This is an optimization exercise on Yosys and OpenROAD, whose aim is small area, a short achievable clock period and few clock cycles per item, not a production implementation. Only simulation tests tie the RTL to the original design; equivalence was not proved.

===== flow/design.v =====
package rfa_pkg;
    localparam int U_W   = 32;      
    localparam int V_W   = 32;      
    localparam int NUM_W = 33;      
    localparam int DEN_W = 32;      
    localparam int SH    = 3;       
    localparam logic [2:0] OP_ADD = 3'd0;
    localparam logic [2:0] OP_SUB = 3'd1;
    localparam logic [2:0] OP_MUL = 3'd2;
    localparam logic [2:0] OP_DIV = 3'd3;
    localparam logic [2:0] OP_CMP = 3'd4;
    typedef enum logic [2:0] {
        S_IDLE,
        S_MUL1,
        S_MUL2,
        S_MUL3,
        S_MUL4,
        S_GCD
    } state_t;
endpackage
module rfa_ctrl (
    input  logic              clk,
    input  logic              rst_n,
    input  logic              in_valid,
    output logic              in_stall,
    output logic              out_valid,
    input  logic              out_stall,
    input  logic              is_fault,
    input  logic              is_cmp,
    input  logic              is_muldiv,
    input  logic              gcd_done,
    output rfa_pkg::state_t   state,
    output logic              slot_free,
    output logic              take
);
    localparam rfa_pkg::state_t S_IDLE = rfa_pkg::S_IDLE;
    localparam rfa_pkg::state_t S_MUL1 = rfa_pkg::S_MUL1;
    localparam rfa_pkg::state_t S_MUL2 = rfa_pkg::S_MUL2;
    localparam rfa_pkg::state_t S_MUL3 = rfa_pkg::S_MUL3;
    localparam rfa_pkg::state_t S_MUL4 = rfa_pkg::S_MUL4;
    localparam rfa_pkg::state_t S_GCD  = rfa_pkg::S_GCD;
    rfa_pkg::state_t state_reg, state_next;
    logic            ov_reg, finish, can_take;
    logic            idle_r, gcd_r, m4_r;
    assign slot_free = !ov_reg || !out_stall;
    always_comb
    begin
        state_next = state_reg;
        finish     = 1'b0;
        unique case (state_reg)
            S_IDLE:
                state_next = S_IDLE;
            S_MUL1:
                if (slot_free)
                begin
                    if (is_fault)
                    begin
                        finish     = 1'b1;
                        state_next = S_IDLE;
                    end
                    else
                    begin
                        state_next = S_MUL2;
                    end
                end
            S_MUL2:
                state_next = S_MUL3;
            S_MUL3:
                state_next = is_muldiv ? S_GCD : S_MUL4;
            S_MUL4:
                if (is_cmp)
                begin
                    finish     = 1'b1;
                    state_next = S_IDLE;
                end
                else
                begin
                    state_next = S_GCD;
                end
            S_GCD:
                if (gcd_done)
                begin
                    finish     = 1'b1;
                    state_next = S_IDLE;
                end
            default:
                state_next = S_IDLE;
        endcase
        can_take = idle_r || (gcd_r && gcd_done) || (m4_r && is_cmp);
        take     = in_valid && can_take;
        if (take)
            state_next = S_MUL1;
    end
    always_ff @(posedge clk or negedge rst_n)
    begin
        if (!rst_n)
        begin
            state_reg <= S_IDLE;
            ov_reg    <= 1'b0;
            idle_r    <= 1'b1;
            gcd_r     <= 1'b0;
            m4_r      <= 1'b0;
        end
        else
        begin
            state_reg <= state_next;
            idle_r    <= (state_next == S_IDLE);
            gcd_r     <= (state_next == S_GCD);
            m4_r      <= (state_next == S_MUL4);
            if (finish)
                ov_reg <= 1'b1;
            else if (!out_stall)
                ov_reg <= 1'b0;
        end
    end
    assign state     = state_reg;
    assign in_stall  = !can_take;
    assign out_valid = ov_reg;
endmodule
module rfa_datapath (
    input  logic                 clk,
    input  rfa_pkg::state_t      state,
    input  logic                 slot_free,
    input  logic                 take,
    input  logic [2:0]           in_op,
    input  logic [15:0]          in_num_a,
    input  logic [15:0]          in_den_a,
    input  logic [15:0]          in_num_b,
    input  logic [15:0]          in_den_b,
    output logic                 is_fault,
    output logic                 is_cmp,
    output logic                 is_muldiv,
    output logic                 gcd_done,
    output logic [32:0]          out_num,
    output logic [30:0]          out_den,
    output logic                 out_less,
    output logic                 out_equal,
    output logic                 out_fault
);
    localparam int U_W   = rfa_pkg::U_W;
    localparam int V_W   = rfa_pkg::V_W;
    localparam int NUM_W = rfa_pkg::NUM_W;
    localparam int DEN_W = rfa_pkg::DEN_W;
    localparam int SH    = rfa_pkg::SH;
    localparam int SH_W  = $clog2(SH + 1);
    localparam logic [2:0] OP_ADD = rfa_pkg::OP_ADD;
    localparam logic [2:0] OP_SUB = rfa_pkg::OP_SUB;
    localparam logic [2:0] OP_MUL = rfa_pkg::OP_MUL;
    localparam logic [2:0] OP_DIV = rfa_pkg::OP_DIV;
    localparam logic [2:0] OP_CMP = rfa_pkg::OP_CMP;
    localparam rfa_pkg::state_t S_IDLE = rfa_pkg::S_IDLE;
    localparam rfa_pkg::state_t S_MUL1 = rfa_pkg::S_MUL1;
    localparam rfa_pkg::state_t S_MUL2 = rfa_pkg::S_MUL2;
    localparam rfa_pkg::state_t S_MUL3 = rfa_pkg::S_MUL3;
    localparam rfa_pkg::state_t S_MUL4 = rfa_pkg::S_MUL4;
    localparam rfa_pkg::state_t S_GCD  = rfa_pkg::S_GCD;
    logic             fault_r, cmp_r, muldiv_r, mul_r, div_r, sub_r;
    logic             sna_r, sda_r, snb_r, sdb_r;
    logic [U_W-1:0]   u;
    logic [V_W-1:0]   v;
    logic [NUM_W-1:0] m00, m01;
    logic [31:0]      m10;
    logic [30:0]      m11;
    logic             less_r, equal_r, flt_r;
    logic [15:0]      mx, my;
    logic             sgn_d;
    logic [NUM_W-1:0] ps, pc;
    logic             selx_r;
    logic             selx_n, sely_n, mneg_n;
    logic [7:0]       b_one_n, b_two_n, b_neg_n, b_one_r, b_two_r, b_neg_r;
    always_comb
    begin
        sgn_d = sda_r ^ sdb_r;
        mx    = selx_r ? m10[31:16] : u[15:0];
        selx_n = 1'b1;
        sely_n = 1'b0;
        mneg_n = sgn_d;
        if (take)
        begin
            selx_n = 1'b0;
            sely_n = (in_op == OP_MUL);
            if (in_op == OP_MUL)
                mneg_n = in_num_a[15] ^ in_num_b[15];
            else if (in_op == OP_DIV)
                mneg_n = in_num_a[15] ^ in_den_b[15];
            else
                mneg_n = in_den_a[15] ^ in_den_b[15];
        end
        else if (state == S_MUL1 && !mul_r)
        begin
            sely_n = 1'b1;
            mneg_n = div_r ? (sda_r ^ snb_r) : (sgn_d ^ !(sub_r || cmp_r));
        end
    end
    logic [15:0] y_in, y_held;
    logic [7:0]  in_one, in_two, in_b2, hd_one, hd_two, hd_b2;
    logic        in_neg;
    function automatic logic [23:0] booth_enc(input logic [15:0] y);
        logic [16:0] ye;
        ye = {y, 1'b0};
        for (int i = 0; i < 8; i++)
        begin
            booth_enc[i]      = ye[2*i+1] ^ ye[2*i];
            booth_enc[8 + i]  = (ye[2*i+2] & !ye[2*i+1] & !ye[2*i])
                                | (!ye[2*i+2] & ye[2*i+1] & ye[2*i]);
            booth_enc[16 + i] = ye[2*i+2];
        end
    endfunction
    always_comb
    begin
        y_in   = (in_op == OP_MUL) ? in_num_b : in_den_b;
        y_held = sely_n ? u[31:16] : m10[15:0];
        {in_b2, in_two, in_one} = booth_enc(y_in);
        {hd_b2, hd_two, hd_one} = booth_enc(y_held);
        in_neg  = mneg_n;
        b_one_n = take ? in_one : hd_one;
        b_two_n = take ? in_two : hd_two;
        b_neg_n = (take ? in_b2 : hd_b2) ^ {8{mneg_n}};
    end
    always_ff @(posedge clk)
    begin
        if (take || (state == S_MUL1 && slot_free) || state == S_MUL2)
        begin
            selx_r  <= selx_n;
            b_one_r <= b_one_n;
            b_two_r <= b_two_n;
            b_neg_r <= b_neg_n;
        end
    end
    rfa_booth_mul u_mul (
        .x   (mx),
        .one (b_one_r),
        .two (b_two_r),
        .dn  (b_neg_r),
        .s   (ps),
        .c   (pc)
    );
    logic             comb_mode, ue, ve;
    always_ff @(posedge clk)
        comb_mode <= (state == S_MUL3) && !muldiv_r;
    logic [U_W:0]     d_uv, d_vu;
    logic [NUM_W-1:0] sum0;
    logic [30:0]      sum1;
    logic             u_ge_v, u_eq_v, u_zero;
    rfa_sub2 #(.W(U_W + 1)) u_sub (
        .a    ({ue, u}),
        .b    ({ve, v}),
        .d_ab (d_uv),
        .d_ba (d_vu)
    );
    always_comb
    begin
        ue     = comb_mode & u[U_W-1];
        ve     = comb_mode & v[V_W-1];
        u_ge_v = !d_uv[U_W];
        u_eq_v = (u == v);
        u_zero = (u == '0);
        sum0   = m00 + m01;
        sum1   = m10[30:0] + m11;
    end
    logic             md_init;
    logic [SH_W-1:0]  sh_d, sh_m;
    logic             gcd_act, both_odd, u_odd, v_odd, both_even, u_even, v_even, sub_u, sub_v;
    logic [SH:0]      t_low;
    logic [SH_W-1:0]  sh_u, sh_v, sh_t, sh_c, shu, shv, sh0, sh1;
    logic [U_W-1:0]   u_src, u_shr;
    logic [V_W-1:0]   v_src, v_shr;
    logic [NUM_W-1:0] m00_step, m01_step;
    logic [31:0]      m10_step;
    logic [30:0]      m11_step;
    function automatic logic [SH_W-1:0] tz(input logic [SH:0] w);
        tz = SH_W'(SH);
        for (int i = SH - 1; i >= 0; i--)
            if (w[i]) tz = SH_W'(i);
    endfunction
    always_comb
    begin
        u_odd     = u[0];
        v_odd     = v[0];
        gcd_act   = (state == S_GCD);
        both_even = !u_odd && !v_odd && gcd_act;
        u_even    = !u_odd && v_odd && gcd_act;
        v_even    = u_odd && !v_odd && gcd_act;
        sub_u     = (u_odd && v_odd && gcd_act || comb_mode) && u_ge_v;
        sub_v     = (u_odd && v_odd && gcd_act || comb_mode) && !u_ge_v;
        t_low     = d_uv[SH:0];
        sh_u      = tz(u[SH:0]);
        sh_v      = tz(v[SH:0]);
        sh_t      = comb_mode ? '0 : tz(t_low);
        sh_c      = (sh_u < sh_v) ? sh_u : sh_v;
        both_odd = (u_odd && v_odd && gcd_act) || comb_mode;
        md_init = (state == S_MUL3) && muldiv_r;
        sh_d    = tz(sum0[SH:0]);
        sh_m    = (sh_u < sh_d) ? sh_u : sh_d;
        shu = both_even ? sh_c : (u_even || md_init) ? sh_u : both_odd ? sh_t : '0;
        shv = both_even ? sh_c : v_even ? sh_v : md_init ? sh_d : both_odd ? sh_t : '0;
        sh0 = u_even ? sh_u : both_odd ? sh_t : '0;
        sh1 = v_even ? sh_v : both_odd ? sh_t : '0;
        u_src = both_odd ? d_uv[U_W-1:0] : u;
        v_src = both_odd ? d_vu[V_W-1:0] : md_init ? V_W'(sum0) : v;
        u_shr = sub_v ? u : (u_src >> shu);
        v_shr = sub_u ? v : (v_src >> shv);
        m00_step = sub_v ? sum0 : (m00 << sh0);
        m10_step = sub_v ? 32'(sum1) : (m10 << sh0);
        m01_step = sub_u ? sum0 : (m01 << sh1);
        m11_step = sub_u ? sum1 : (m11 << sh1);
    end
    logic zero_r;
    always_ff @(posedge clk)
        zero_r <= (state == S_MUL4 && u_eq_v) || (state == S_MUL3 && muldiv_r && u_zero);
    assign gcd_done = zero_r || (u_odd && v_odd && u_eq_v);
    logic fault_in;
    always_comb
    begin
        fault_in = (in_den_a == '0) || (in_den_b == '0) || (in_op > OP_CMP)
                   || ((in_op == OP_DIV) && (in_num_b == '0));
    end
    logic init_m, arith, neg_md, x_in_v;
    function automatic logic [NUM_W-1:0] pow2(input logic [SH_W-1:0] k, input logic ng);
        for (int j = 0; j < NUM_W; j++)
            pow2[j] = ng ? (j >= k) : (j == k);
    endfunction
    always_comb
    begin
        unique case (state)
            S_MUL1:  init_m = fault_r && slot_free;
            S_MUL3:  init_m = muldiv_r;
            S_MUL4:  init_m = 1'b1;
            default: init_m = 1'b0;
        endcase
        arith  = !fault_r && !cmp_r;
        neg_md = sna_r ^ snb_r ^ sda_r ^ sdb_r;
        x_in_v = comb_mode && !u_ge_v && arith;
    end
    logic mul_load;
    always_comb
        mul_load = (state == S_MUL1 && slot_free) || state == S_MUL2 || state == S_MUL3;
    always_ff @(posedge clk)
    begin
        if (state == S_MUL2 || (state == S_MUL4 && !u_ge_v))
            u <= U_W'(sum0);
        else
            u <= u_shr;
        if ((state == S_MUL3 && !muldiv_r) || (state == S_MUL4 && u_ge_v))
            v <= V_W'(sum0);
        else
            v <= v_shr;
        m00 <= mul_load ? ps : m00_step;
        m01 <= mul_load ? pc : m01_step;
        m10 <= m10_step;
        m11 <= m11_step;
        if (init_m)
        begin
            m00     <= (!arith || x_in_v) ? '0
                       : muldiv_r ? pow2(SH_W'(sh_u - sh_m), neg_md) : NUM_W'(1);
            m01     <= x_in_v ? '1 : '0;
            m11     <= (muldiv_r && arith) ? 31'(pow2(SH_W'(sh_d - sh_m), 1'b0))
                                : 31'(arith && !x_in_v);
            less_r  <= !fault_r && cmp_r && d_uv[U_W];
            equal_r <= !fault_r && cmp_r && u_eq_v;
            flt_r   <= fault_r;
        end
        if (init_m && state != S_MUL1)
            m10 <= 32'(x_in_v);
        if (take)
        begin
            fault_r  <= fault_in;
            cmp_r    <= (in_op == OP_CMP);
            muldiv_r <= (in_op == OP_MUL) || (in_op == OP_DIV);
            mul_r    <= (in_op == OP_MUL);
            div_r    <= (in_op == OP_DIV);
            sub_r    <= (in_op == OP_SUB);
            sna_r    <= in_num_a[15];
            sda_r    <= in_den_a[15];
            snb_r    <= in_num_b[15];
            sdb_r    <= in_den_b[15];
            u        <= {in_num_b, in_num_a};
            m10      <= {in_den_a, in_den_b};
        end
    end
    assign is_fault  = fault_r;
    assign is_cmp    = cmp_r;
    assign is_muldiv = muldiv_r;
    assign out_num   = m01;
    assign out_den   = m11;
    assign out_less  = less_r;
    assign out_equal = equal_r;
    assign out_fault = flt_r;
endmodule
module rfa_booth_mul (
    input  logic [15:0] x,
    input  logic [7:0]  one,
    input  logic [7:0]  two,
    input  logic [7:0]  dn,
    output logic [32:0] s,
    output logic [32:0] c
);
    localparam int W = 33;
    logic [17:0]  xe;
    logic [W-1:0] rows [0:8];
    logic [W-1:0] a0, b0, a1, b1, a2, b2, c0, d0, c1, d1, e0, f0;
    localparam logic [W-1:0] K_ROW = W'(-(64'h0002_0000 + 64'h0008_0000 + 64'h0020_0000
                                          + 64'h0080_0000 + 64'h0200_0000 + 64'h0800_0000
                                          + 64'h2000_0000 + 64'h8000_0000));
    assign xe    = {{2{x[15]}}, x};
    for (genvar i = 0; i < 8; i++)
    begin : g_pp
        logic [17:0] pp;
        assign pp = (({18{one[i]}} & xe) | ({18{two[i]}} & {xe[16:0], 1'b0})) ^ {18{dn[i]}};
        assign rows[i] = W'({!pp[17], pp[16:0]}) << (2 * i);
    end
    always_comb
    begin
        rows[8] = K_ROW;
        for (int i = 0; i < 8; i++)
            rows[8][2*i] = dn[i];
    end
    function automatic logic [W-1:0] fa_s(input logic [W-1:0] p, input logic [W-1:0] q,
                                          input logic [W-1:0] r);
        fa_s = p ^ q ^ r;
    endfunction
    function automatic logic [W-1:0] fa_c(input logic [W-1:0] p, input logic [W-1:0] q,
                                          input logic [W-1:0] r);
        fa_c = ((p & q) | (p & r) | (q & r)) << 1;
    endfunction
    assign a0 = fa_s(rows[0], rows[1], rows[2]);
    assign b0 = fa_c(rows[0], rows[1], rows[2]);
    assign a1 = fa_s(rows[3], rows[4], rows[5]);
    assign b1 = fa_c(rows[3], rows[4], rows[5]);
    assign a2 = fa_s(rows[6], rows[7], rows[8]);
    assign b2 = fa_c(rows[6], rows[7], rows[8]);
    assign c0 = fa_s(a0, b0, a1);
    assign d0 = fa_c(a0, b0, a1);
    assign c1 = fa_s(b1, a2, b2);
    assign d1 = fa_c(b1, a2, b2);
    assign e0 = fa_s(c0, d0, c1);
    assign f0 = fa_c(c0, d0, c1);
    assign s  = fa_s(e0, f0, d1);
    assign c  = fa_c(e0, f0, d1);
endmodule
module rfa_sub2 #(
    parameter int W = 33
) (
    input  logic [W-1:0] a,
    input  logic [W-1:0] b,
    output logic [W-1:0] d_ab,
    output logic [W-1:0] d_ba
);
    localparam int L = $clog2(W);
    logic [W-1:0] g [0:L];
    logic [W-1:0] p [0:L];
    logic [W-1:0] p0;
    assign p0   = a ^ ~b;
    assign g[0] = a & ~b;
    assign p[0] = p0;
    for (genvar l = 0; l < L; l++)
    begin : g_lvl
        for (genvar i = 0; i < W; i++)
        begin : g_bit
            if (i >= (1 << l))
            begin : g_node
                assign g[l+1][i] = g[l][i] | (p[l][i] & g[l][i-(1<<l)]);
                assign p[l+1][i] = p[l][i] & p[l][i-(1<<l)];
            end
            else
            begin : g_pass
                assign g[l+1][i] = g[l][i];
                assign p[l+1][i] = p[l][i];
            end
        end
    end
    logic [W-1:0] c0, c1;
    assign c0 = {g[L][W-2:0], 1'b0};
    assign c1 = {g[L][W-2:0] | p[L][W-2:0], 1'b1};
    assign d_ab = p0 ^ c1;
    assign d_ba = ~(p0 ^ c0);
endmodule
module rational_fraction_alu (
    input  logic        clk,
    input  logic        rst_n,
    input  logic        in_valid,
    output logic        in_stall,
    input  logic [2:0]  in_op,
    input  logic [15:0] in_num_a,
    input  logic [15:0] in_den_a,
    input  logic [15:0] in_num_b,
    input  logic [15:0] in_den_b,
    output logic        out_valid,
    input  logic        out_stall,
    output logic [32:0] out_num,
    output logic [30:0] out_den,
    output logic        out_less,
    output logic        out_equal,
    output logic        out_fault
);
    rfa_pkg::state_t state;
    logic            slot_free, take;
    logic            is_fault, is_cmp, is_muldiv, gcd_done;
    rfa_ctrl u_ctrl (
        .clk       (clk),
        .rst_n     (rst_n),
        .in_valid  (in_valid),
        .in_stall  (in_stall),
        .out_valid (out_valid),
        .out_stall (out_stall),
        .is_fault  (is_fault),
        .is_cmp    (is_cmp),
        .is_muldiv (is_muldiv),
        .gcd_done  (gcd_done),
        .state     (state),
        .slot_free (slot_free),
        .take      (take)
    );
    rfa_datapath u_datapath (
        .clk       (clk),
        .state     (state),
        .slot_free (slot_free),
        .take      (take),
        .in_op     (in_op),
        .in_num_a  (in_num_a),
        .in_den_a  (in_den_a),
        .in_num_b  (in_num_b),
        .in_den_b  (in_den_b),
        .is_fault  (is_fault),
        .is_cmp    (is_cmp),
        .is_muldiv (is_muldiv),
        .gcd_done  (gcd_done),
        .out_num   (out_num),
        .out_den   (out_den),
        .out_less  (out_less),
        .out_equal (out_equal),
        .out_fault (out_fault)
    );
endmodule

===== flow/run.sh =====
#!/bin/bash
# synth_recipe.tcl (not shown) runs the flow's synth.tcl, then flattens the netlist and writes it again
# the make line also repeats each setting of config.mk as NAME=value (left out here)
make -C /OpenROAD-flow-scripts/flow DESIGN_CONFIG=/design/flow/config.mk WORK_HOME=/design/flow/orfs CLKGATE_MAP_FILE= SYNTH_SCRIPT=/design/flow/synth_recipe.tcl finish

===== flow/constraint.sdc =====
create_clock -name core_clock -period 10.0 [get_ports {clk}]
set_input_delay 2.0000 -clock core_clock [delete_from_list [all_inputs] [get_ports {clk}]]
set_output_delay 2.0000 -clock core_clock [all_outputs]
set_load 0.01 [all_outputs]

===== flow/config.mk =====
export PLATFORM = sky130hd
export DESIGN_NAME = rational_fraction_alu
export DESIGN_NICKNAME = rational_fraction_alu
export VERILOG_FILES = /design/flow/design.v
export SDC_FILE = /design/flow/constraint.sdc
export NUM_CORES = 4
export LEC_CHECK = 0
export CAP_MARGIN = 20
export CORE_MARGIN = 2
export CORE_UTILIZATION = 40
export PLACE_DENSITY = 0.6
export SETUP_SLACK_MARGIN = 5
export SLEW_MARGIN = 20

==> qor.yml, run 1 <==
status: "no timing/DRC/antenna violations"
antenna_found_initial: 5
slowest_delay_ns: 0.57
htree_levels: 1
worstHoldPathType: "register to register"
vias: 29700
wl_per_cell_um: 25.7
period_share_pct: 49.6
tightest_slew_ns: 1.11
io_pins: 140
hpwl_um: 88600
fin_setup_tns_ns: 0
ys_seq_area_share_pct: 20.5
viasPerCell: 6.40
path_clk_slew_ns: 0.07
worstPathArrival_ns: 2.96
async_flop_share_pct: 2.92
final_util_pct: 45.5
syn2layout_area_growth_pct: 12.6
ys_types: 98
remaining_drc_errors: 0
cp-end-kind: "primary output"
dieArea_sq_um: 74400
crit_type: "register to primary output"
period_minus_slack_ns: 4.96
synth_area_sq_um: 28900
drive_gt1_share_pct: 7.47
ys_ff_latch: 240
place.gp.congestion: 0.961
syn-mean-instance-area_sq_um: 7.85
cts_num_sinks: 240
core_area_sq_um: 71500
cts_hold_buf: 0
drt_iter0_drc: 3839
overflow: 0
ys.flop_type: "dfxtp_1"
syn_nets: 4005
clock-root-buffer: "clkbuf_16"
cts_tree: "done"
whs_ns: 0.588
clock.fmax_ghz: 0.202
grt_max_degree: 83
maxCapViolCount: 0
slew_headroom_pct: 25.5
pre_cts_slack_ns: 4.49
grt_usage_pct: 30.9
rr_worst_depth: 14
grt_pass1_vias: 27100
die_h_um: 273
crit_path_max_fanout: 9
num_rows: 98
holdPathStages: 2
synthCells: 3682
start_util_pct: 40.4
finalHoldViolCount: 0
routed_wl_um: 119000
clk_path_buf_depth: 3
clock_latency_ns: 0.61
setup_slack_ns: 5.04
die_w_um: 273
yosysWarnings: 7
synth_edf_count: 108
cts-buffers-inserted: 31
setup_viol: 0
postRouteAntennaNets: 0
skew_ns: 0.0214
slew_violations: 0
cp.required_ns: 8.00
port_buffers: 139
rsz0062_at_grt: "true"
grt_pass1_wl_um: 177000
drt_pass1_iterations: 6
layout.nets: 3980
crit_slowest_cell: "edfxtp_1"
fillCellCount: 7061
path_cells: "ha_4, nand4_1, nor2_2, and3_1, a21oi_2, o21a_4, dlygate4sd2_1"
cp-start-kind: "register"
reg_top3: "u_datapath.m00: 33 flops, u_datapath.m01: 33 flops"
## metal layers
layer  track usage [%]  vias up  part of all wire (%)
met4              11.8        2                   4.2
met2              46.9     1657                    43
met5                 0        -                 0.010
met1              42.9    14300                    42
met3              6.27      269                    10
li1                  -    13400                     -
## Yosys cell counts (125+ instances only)
cell	count	area share, %
nor2_1	234	3.0
nand2_1	421	5.5
xnor2_1	185	5.6
a22oi_1	136	3.5
dfxtp_1	125	8.7
ha_1	161	7.0
inv_1	168	2.2
o21ai_0	264	4.6
a211oi_1	132	3.4
mux2i_1	198	6.9
a21oi_1	242	4.2
clkbuf_1	205	2.7
## metrics by stage
| step | instances | area, sq um |
|---|---|---|
| global route | 4632 | 32500 |
| detailed placement | 4536 | 30900 |
| floorplan | 3682 | 28900 |
| global placement | 4536 | 30900 |
| CTS | 4629 | 32500 |
| finish | 4634 | 32500 |
## placed cells by master (no fill, tap or decap), types with 20 or more instances in the layout
| cell type | Yosys | final |
|---|---|---|
| xnor2_1 | 185 | 184 |
| nand3_1 | 76 | 75 |
| inv_1 | 168 | 167 |
| a211oi_1 | 132 | 131 |
| a21o_1 | 31 | 29 |
| nor2_1 | 234 | 230 |
| nor4_1 | 25 | 25 |
| clkbuf_16 | 0 | 33 |
| fa_1 | 91 | 91 |
| nand4_1 | 40 | 40 |
| o22ai_1 | 20 | 20 |
| o211ai_1 | 43 | 43 |
| a31oi_1 | 33 | 33 |
| xor2_1 | 94 | 94 |
| nor3_1 | 80 | 80 |
| o21a_1 | 29 | 29 |
| a22oi_1 | 136 | 136 |
| nor2b_1 | 50 | 49 |
| buf_4 | 4 | 99 |
| clkdlybuf4s50_1 | 0 | 138 |
| and2_1 | 22 | 22 |
| ha_1 | 161 | 132 |
| mux2_2 | 26 | 26 |
| nand2_1 | 421 | 418 |
| dfxtp_1 | 125 | 125 |
| a21oi_1 | 242 | 236 |
| mux2i_1 | 198 | 198 |
| o221ai_1 | 33 | 32 |
| and3_1 | 46 | 45 |
| o21ai_0 | 264 | 263 |
| edfxtp_1 | 108 | 108 |
## path summary, 6_finish.rpt
check                                  from                to  slack, ns
max                        u_datapath.u[19]          in_stall       5.04
min                           u_ctrl.ov_reg     u_ctrl.ov_reg       0.59
max reg2reg                 u_datapath.u[0]  u_datapath.u[25]       5.19
min reg2reg                   u_ctrl.ov_reg     u_ctrl.ov_reg       0.59
max in group asynchronous             rst_n     u_ctrl.idle_r       8.06
min in group asynchronous             rst_n      u_ctrl.gcd_r       1.66
## cell families (layout without fill, tap and decap cells)
kind of cell,count (synthesis),after routing,synth area share [%]
AOI/OAI and AO/OA,1139,1140,25.9
and+or+nand+nor,1072,1072,17.3
buffers and inverters,472,471,6.49
muxes,227,227,8.05
other,0,2,0
DFF,240,240,20.5
xor gates and xnor gates,279,279,8.46
adders and majority gates,253,253,13.3
## layout make-up
class | instances | area [sq um] | share of cell area, %
diodes | 2 | 5.00 | 0.0154
clock buffers | 43 | 893 | 2.75
clock inverters | 15 | 144 | 0.442
inverters | 170 | 638 | 1.96
multi-input cells | 2971 | 21500 | 66.2
flip-flops and latches | 240 | 5920 | 18.2
well taps | 950 | 1190 | 3.65
repair buffers | 243 | 2200 | 6.77
## critical path: cells and delay by family, from the launching register on
family,cells,cell delay (ns)
adders and majority gates,1,0.42
buffers and inverters,1,0.29
DFF,1,0.57
AOI/OAI and AO/OA,2,0.34
and+or+nand+nor,3,0.72
## repair_timing
item / 4_1_cts / 5_1_grt
gates cloned: 0 / 1
buffers inserted: 35 / 2
setup endpoints to repair: 120 / 189
pin swaps: 10 / 1
resized for setup: 58 / 11
Testbench counts, summed over its fixed seeds: cycles 72,118, items 4,800.
==> inputs of run 2 (changes only) <==
--- a/flow/config.mk
+++ b/flow/config.mk
@@ -8,6 +8,8 @@
 export CAP_MARGIN = 20
 export CORE_MARGIN = 2
 export CORE_UTILIZATION = 40
+export CTS_CLUSTER_DIAMETER = 60
+export CTS_CLUSTER_SIZE = 30
 export PLACE_DENSITY = 0.6
 export SETUP_SLACK_MARGIN = 5
 export SLEW_MARGIN = 20
==> qor.yml, run 2 <==
synthCells: 3682  # unchanged
period_share_pct: 48.7  # -0.90 points
clock.fmax_ghz: 0.205  # +1.8%
routed_wl_um: 120000  # +0.23%
yosys.area.top_type_share_pct: 11.2  # unchanged
slew_violations: 0  # unchanged
period_minus_slack_ns: 4.87  # -0.0895 ns
regToRegSetupSlack_ns: 5.20  # about the same
cts_num_sinks: 240  # unchanged
yosysWarnings: 7  # unchanged
drt_iter0_drc: 4102  # +6.9%
ys_types: 98  # unchanged
path_cells: "ha_4, nand4_1, nor4_4, and3_4, a21oi_2, o21a_4, dlymetal6s2s_1"
syn2layout_area_growth_pct: 13.2
synth_most_common_cell: "nand2_1"
drive_gt1_share_pct: 7.99  # +0.53 points
pre_cts_slack_ns: 4.49  # unchanged
cp-end-kind: "primary output"
port_buffers: 139  # unchanged
synth_area_leaders: "edfxtp_1 11%, dfxtp_1 8.7%, ha_1 7.0%, mux2i_1 6.9%, fa_1 6.3%"
maxCapViolCount: 0  # unchanged
ys.flop_type: "dfxtp_1"
setup_slack_ns: 5.13  # +0.0895 ns
die_w_um: 273  # unchanged
tightest_slew_ns: 1.17  # +0.0606 ns
core_area_sq_um: 71500  # unchanged
viasPerCell: 6.40  # about the same
synth_area_sq_um: 28900  # unchanged
dieArea_sq_um: 74400  # unchanged
slew_headroom_pct: 21.5  # -4.1 points
vias: 29700  # +0.10%
io_pins: 140  # unchanged
fin_setup_tns_ns: 0  # unchanged
grt_usage_pct: 30.9  # about the same
crit_path_max_fanout: 7  # -2
setup.worst_path.end: "in_stall"
ys_ff_latch: 240  # unchanged
synthTopCellsByCount: "421 x nand2_1, 264 x o21ai_0, 242 x a21oi_1, 234 x nor2_1, 205 x clkbuf_1"
die_h_um: 273  # unchanged
slowest_delay_ns: 0.51  # -0.06 ns
r2r_end: "u_datapath.m00[20]"
cp.required_ns: 8.00  # about the same
cp-start-kind: "register"
clock-root-buffer: "clkbuf_16"
finalHoldViolCount: 0  # unchanged
overflow: 0  # unchanged
grt_max_degree: 83  # unchanged
layout.nets: 3989  # +0.23%
skew_ns: 0.0785  # +0.0571 ns
rr_worst_depth: 12  # -2
layout_commonest_cell: "nand2_1"
synth_edf_count: 108  # unchanged
setup_viol: 0  # unchanged
place.gp.congestion: 0.961  # unchanged
syn_nets: 4005  # unchanged
worstPathArrival_ns: 2.87  # -0.09 ns
reg_top3: "u_datapath.m00: 33 flops, u_datapath.m01: 33 flops"
clock_latency_ns: 0.65  # +0.04 ns
synth_top_area_cell: "edfxtp_1"
rr_startpoint: "u_datapath.selx_r"
cts_tree: "done"
crit_type: "register to primary output"
rsz0062_at_grt: "false"
cts-buffers-inserted: 30  # -3.2%
crit_slowest_cell: "edfxtp_1"
worstHoldPathType: "register to register"
start_util_pct: 40.4  # unchanged
antenna_found_initial: 5  # unchanged
ys_seq_area_share_pct: 20.5  # unchanged
syn-mean-instance-area_sq_um: 7.85  # unchanged
grt_pass1_vias: 27100  # +0.11%
fillCellCount: 7067  # +0.085%
remaining_drc_errors: 0  # unchanged
grt_pass1_wl_um: 177000  # -0.26%
hpwl_um: 88600  # unchanged
wl_per_cell_um: 25.8  # about the same
drt_pass1_iterations: 6  # unchanged
layout_common_cells: "418 x nand2_1, 263 x o21ai_0, 236 x a21oi_1"
htree_levels: 1  # unchanged
num_rows: 98  # unchanged
async_flop_share_pct: 2.92  # unchanged
status: "no timing/DRC/antenna violations"
clk_path_buf_depth: 3  # unchanged
path_clk_slew_ns: 0.07  # about the same
postRouteAntennaNets: 0  # unchanged
cp-startpoint: "u_datapath.u[7]"
[run 2: metrics by stage]
stage          utilization, %  cells  hold WS [ns]  cell area (sq um)
2_1_floorplan               -   3682         0.527              28900
3_3_place_gp             43.2   4536         0.580              30900
3_5_place_dp             43.2   4536         0.550              30900
4_1_cts                  45.4   4626         0.593              32500
5_1_grt                  45.7   4640         0.660              32700
6_report                 45.7   4641         0.589              32700
[run 2: what timing repair did]
action                                  in CTS  in global routing
endpoints found under the setup margin     126                191
resized for setup                           58                 20
gates cloned                                 0                  1
hold buffers                                 0                  0
setup buffers                               34                 13
pin swaps                                    9                  6
[run 2: worst min-delay path by stage]
stage / startpoint / to / slack [ns] / cells after the start
5_1_grt: u_ctrl.ov_reg / u_ctrl.ov_reg / 0.66 / 2
2_1_floorplan: u_datapath.fault_r / u_datapath.flt_r / 0.53 / 0
3_5_place_dp: u_ctrl.ov_reg / u_ctrl.ov_reg / 0.55 / 2
3_3_place_gp: u_ctrl.ov_reg / u_ctrl.ov_reg / 0.58 / 2
4_1_cts: u_ctrl.ov_reg / u_ctrl.ov_reg / 0.59 / 2
6_report: u_ctrl.ov_reg / u_ctrl.ov_reg / 0.59 / 2
[run 2: final cells by class]
class | count | area, sq um | share of cell area, %
sequential | 240 | 5920 | 18.1
clock buffer | 31 | 754 | 2.31
tap | 950 | 1190 | 3.63
timing repair buffer | 253 | 2290 | 6.99
multi-input combinational | 2971 | 21600 | 66.1
clock inverter | 25 | 310 | 0.949
inverter | 170 | 638 | 1.95
antenna | 1 | 2.50 | 0.00765
[run 2: critical path: cells and delay by family (launching register included)]
| kind | cells | cell delay, ns |
|---|---|---|
| buffers and inverters | 1 | 0.17 |
| AOI/OAI and AO/OA | 2 | 0.33 |
| DFF | 1 | 0.51 |
| adders and majority gates | 1 | 0.36 |
| and+or+nand+nor | 3 | 0.85 |
[run 2: cells by family after synthesis]
group	Yosys count	share of synthesized area, %
buffers and inverters	472	6.49
multiplexers	227	8.05
AND/OR/NAND/NOR	1072	17.3
AO/OA/AOI/OAI	1139	25.9
adder cells (fa/ha/maj)	253	13.3
flip-flops	240	20.5
XOR/XNOR	279	8.46
[run 2: routing by layer]
metal / vias to the layer above / track usage (%) / share of wire, %
met4: 4 / 12.2 / 4.4
met5: - / 0 / 0.023
met1: 14300 / 42.9 / 42
met3: 274 / 6.14 / 10
li1: 13400 / - / -
met2: 1688 / 46.8 / 43
==> inputs of run 3 (changes only) <==
--- a/flow/config.mk
+++ b/flow/config.mk
@@ -7,9 +7,7 @@
 export LEC_CHECK = 0
 export CAP_MARGIN = 20
 export CORE_MARGIN = 2
-export CORE_UTILIZATION = 40
-export CTS_CLUSTER_DIAMETER = 60
-export CTS_CLUSTER_SIZE = 30
-export PLACE_DENSITY = 0.6
+export CORE_UTILIZATION = 45
+export PLACE_DENSITY = 0.65
 export SETUP_SLACK_MARGIN = 5
 export SLEW_MARGIN = 20
==> qor.yml, run 3 <==
layout_common_cells: "417 x nand2_1, 263 x o21ai_0, 235 x a21oi_1"
syn-mean-instance-area_sq_um: 7.85  # unchanged
grt_max_degree: 95  # +14%
pre_cts_slack_ns: 4.44  # -0.0502 ns
rsz0062_at_grt: "true"
cts_num_sinks: 240  # unchanged
period_minus_slack_ns: 4.99  # +0.123 ns
dieArea_sq_um: 66300  # -11%
yosysWarnings: 7  # unchanged
crit_type: "register to primary output"
clock.fmax_ghz: 0.200  # -2.5%
cts_tree: "done"
path_cells: "ha_4, nand4_1, nor4_4, and3_4, a21oi_2, o21a_4, dlymetal6s2s_1"
critPathTopFamily: "simple AND/OR/NAND/NOR gates"
status: "no timing/DRC/antenna violations"
routed_wl_um: 117000  # -2.6%
skew_ns: 0.0260  # -0.0524 ns
clk_path_buf_depth: 3  # unchanged
layout.nets: 3984  # -0.13%
remaining_drc_errors: 0  # unchanged
wl_per_cell_um: 25.7  # -0.27%
ys_ff_latch: 240  # unchanged
clock_latency_ns: 0.62  # -0.03 ns
drt_iter0_drc: 3669  # -11%
setup_viol: 0  # unchanged
die_w_um: 257  # -5.6%
placed_cells: 4431  # -2.3%
synth_most_common_cell: "nand2_1"
hpwl_um: 86400  # -2.4%
grt_usage_pct: 33.8  # +2.9 points
ys_seq_area_share_pct: 20.5  # unchanged
cts-buffers-inserted: 31  # +3.3%
start_util_pct: 45.6  # +5.2 points
num_rows: 92  # -6.1%
overflow: 0  # unchanged
maxCapViolCount: 0  # unchanged
postRouteAntennaNets: 0  # unchanged
finalHoldViolCount: 0  # unchanged
clock-root-buffer: "clkbuf_16"
port_buffers: 139  # unchanged
worstPathArrival_ns: 2.99  # +0.12 ns
reg_top3: "u_datapath.m00: 33 flops, u_datapath.m01: 33 flops"
slew_headroom_pct: 25.9  # +4.4 points
layout_commonest_cell: "nand2_1"
yosys.area.top_type_share_pct: 11.2  # unchanged
grt_pass1_wl_um: 173000  # -1.9%
grt_pass1_vias: 27200  # +0.42%
fillCellCount: 6162  # -13%
whs_ns: 0.626  # +0.0376 ns
synth_area_sq_um: 28900  # unchanged
synthTopCellsByCount: "421 x nand2_1, 264 x o21ai_0, 242 x a21oi_1, 234 x nor2_1, 205 x clkbuf_1"
synthCells: 3682  # unchanged
synth_top_area_cell: "edfxtp_1"
place.gp.congestion: 1.00  # +4.1%
cp-end-kind: "primary output"
path_clk_slew_ns: 0.07  # about the same
viasPerCell: 6.49  # +1.5%
ys_types: 98  # unchanged
vias: 29400  # -0.82%
drt_pass1_iterations: 9  # +3
ys.flop_type: "dfxtp_1"
fin_setup_tns_ns: 0  # unchanged
cp-start-kind: "register"
io_pins: 140  # unchanged
tightest_slew_ns: 1.11  # -0.0668 ns
cp.required_ns: 8.00  # about the same
crit_path_max_fanout: 8  # +1
slowest_delay_ns: 0.52  # about the same
drive_gt1_share_pct: 7.87  # -0.13 points
synth_edf_count: 108  # unchanged
fin_cells: 4535  # -2.3%
antenna_found_initial: 3  # -2
htree_levels: 1  # unchanged
syn_nets: 4005  # unchanged
cp.buffers_inverters: 1  # unchanged
core_area_sq_um: 63300  # -11%
setup_slack_ns: 5.01  # -0.123 ns
syn2layout_area_growth_pct: 12.6
crit_slowest_cell: "edfxtp_1"
die_h_um: 257  # -5.6%
slew_violations: 0  # unchanged
synth_area_leaders: "edfxtp_1 11%, dfxtp_1 8.7%, ha_1 7.0%, mux2i_1 6.9%, fa_1 6.3%"
async_flop_share_pct: 2.92  # unchanged
period_share_pct: 49.9  # +1.2 points
worstHoldPathType: "register to register"
==> run 3: cell counts after synthesis <==
No cell type changed its count.
==> run 3: worst reg2reg max path, cell delays in order, from the launching register on <==
cell,delay (ns)
edfxtp_1,0.42
buf_4,0.17
ha_1,0.27
inv_1,0.29
fa_1,0.35
nand2b_1,0.25
a211oi_2,0.14
o21ai_1,0.46
a21oi_2,0.18
o21a_1,0.25
or3_1,0.45
a21oi_4,0.19
buf_6,0.47
nand2_1,0.28
buf_4,0.31
==> run 3: cell type report <==
cell class	count	area (sq um)	area share, %
diodes	3	7.51	0.0231
clock buffers	39	861	2.65
clock inverters	19	256	0.788
inverters	170	638	1.96
multi-input cells	2971	21600	66.3
flip-flops and latches	240	5920	18.2
well taps	846	1060	3.25
repair buffers	247	2230	6.86
==> run 3: stage by stage <==
stage	area [sq um]	util (%)
floorplan	28900	-
global placement	30700	48.6
global route	32500	51.4
detailed placement	30700	48.6
CTS	32400	51.2
finish	32500	51.4
==> run 3: path summary, 6_finish.rpt <==
kind | startpoint | to | slack [ns] | cells after the start
max | u_datapath.u[6] | in_stall | 5.01 | 7
min | u_ctrl.ov_reg | u_ctrl.ov_reg | 0.63 | 2
max reg2reg | u_datapath.u[0] | u_datapath.v[14] | 5.19 | 14
min reg2reg | u_ctrl.ov_reg | u_ctrl.ov_reg | 0.63 | 2
max in group asynchronous | rst_n | u_ctrl.idle_r | 8.07 | 1
min in group asynchronous | rst_n | u_ctrl.ov_reg | 1.65 | 1
==> run 3: logic make-up after synthesis <==
family | after synthesis | share of synthesized area (%)
compound gates | 1139 | 25.9
xor+xnor | 279 | 8.46
fa+ha+maj | 253 | 13.3
buf+inv | 472 | 6.49
flops | 240 | 20.5
mux | 227 | 8.05
simple gates | 1072 | 17.3
==> run 3: metal layers <==
| metal | wire length, um | up-vias | part of all wire (%) | track usage [%] |
|---|---|---|---|---|
| li1 | - | 13400 | - | - |
| met1 | 48000 | 14000 | 41 | 46.8 |
| met2 | 49500 | 1698 | 43 | 50.9 |
| met3 | 13000 | 315 | 11 | 6.43 |
| met4 | 6000 | 6 | 5.2 | 15.2 |
| met5 | 38 | - | 0.033 | 0 |
==> run 3: repair_timing <==
| action | in CTS | in global routing |
|---|---|---|
| pin swaps | 9 | 6 |
| gates resized for setup | 58 | 12 |
| setup endpoints to repair | 120 | 148 |
| hold buffers | 0 | 0 |
| cloned | 0 | 1 |
| setup buffers | 35 | 7 |

[what the ideal ports hide]
The flow's constraints put no driver on any port. The routed layouts listed below were extracted and timed again, unchanged, in two steps.
Step 1 (the two cells are an assumption about what drives the block):
set clk [get_ports {clk}]
set_driving_cell -lib_cell sky130_fd_sc_hd__clkbuf_16 $clk
set_driving_cell -lib_cell sky130_fd_sc_hd__buf_2 [delete_from_list [all_inputs] $clk]
Step 2, shift: input delay + t, output delay - t, t = (earliest + latest rising clock arrival at the registers) / 2. This alone moves slack from input paths to output paths.
Slacks: ideal / step 1 / step 2; pairs: ideal / step 1.
run	t, ns	setup slack, ns	slew at the worst register clock pin (ns)	pins driven straight from the clock port
run 1	0.667	5.043 / 4.974 / 4.588	0.07 / 0.07	1
run 2	0.677	5.132 / 5.063 / 4.511	0.08 / 0.08	1
run 3	0.673	5.009 / 4.943 / 4.749	0.07 / 0.07	1
After both steps setup and hold are still met in every run listed. For run 2, which loses most, drivers alone change the setup slack by -0.069 ns; drivers and shift together by -0.621 ns.
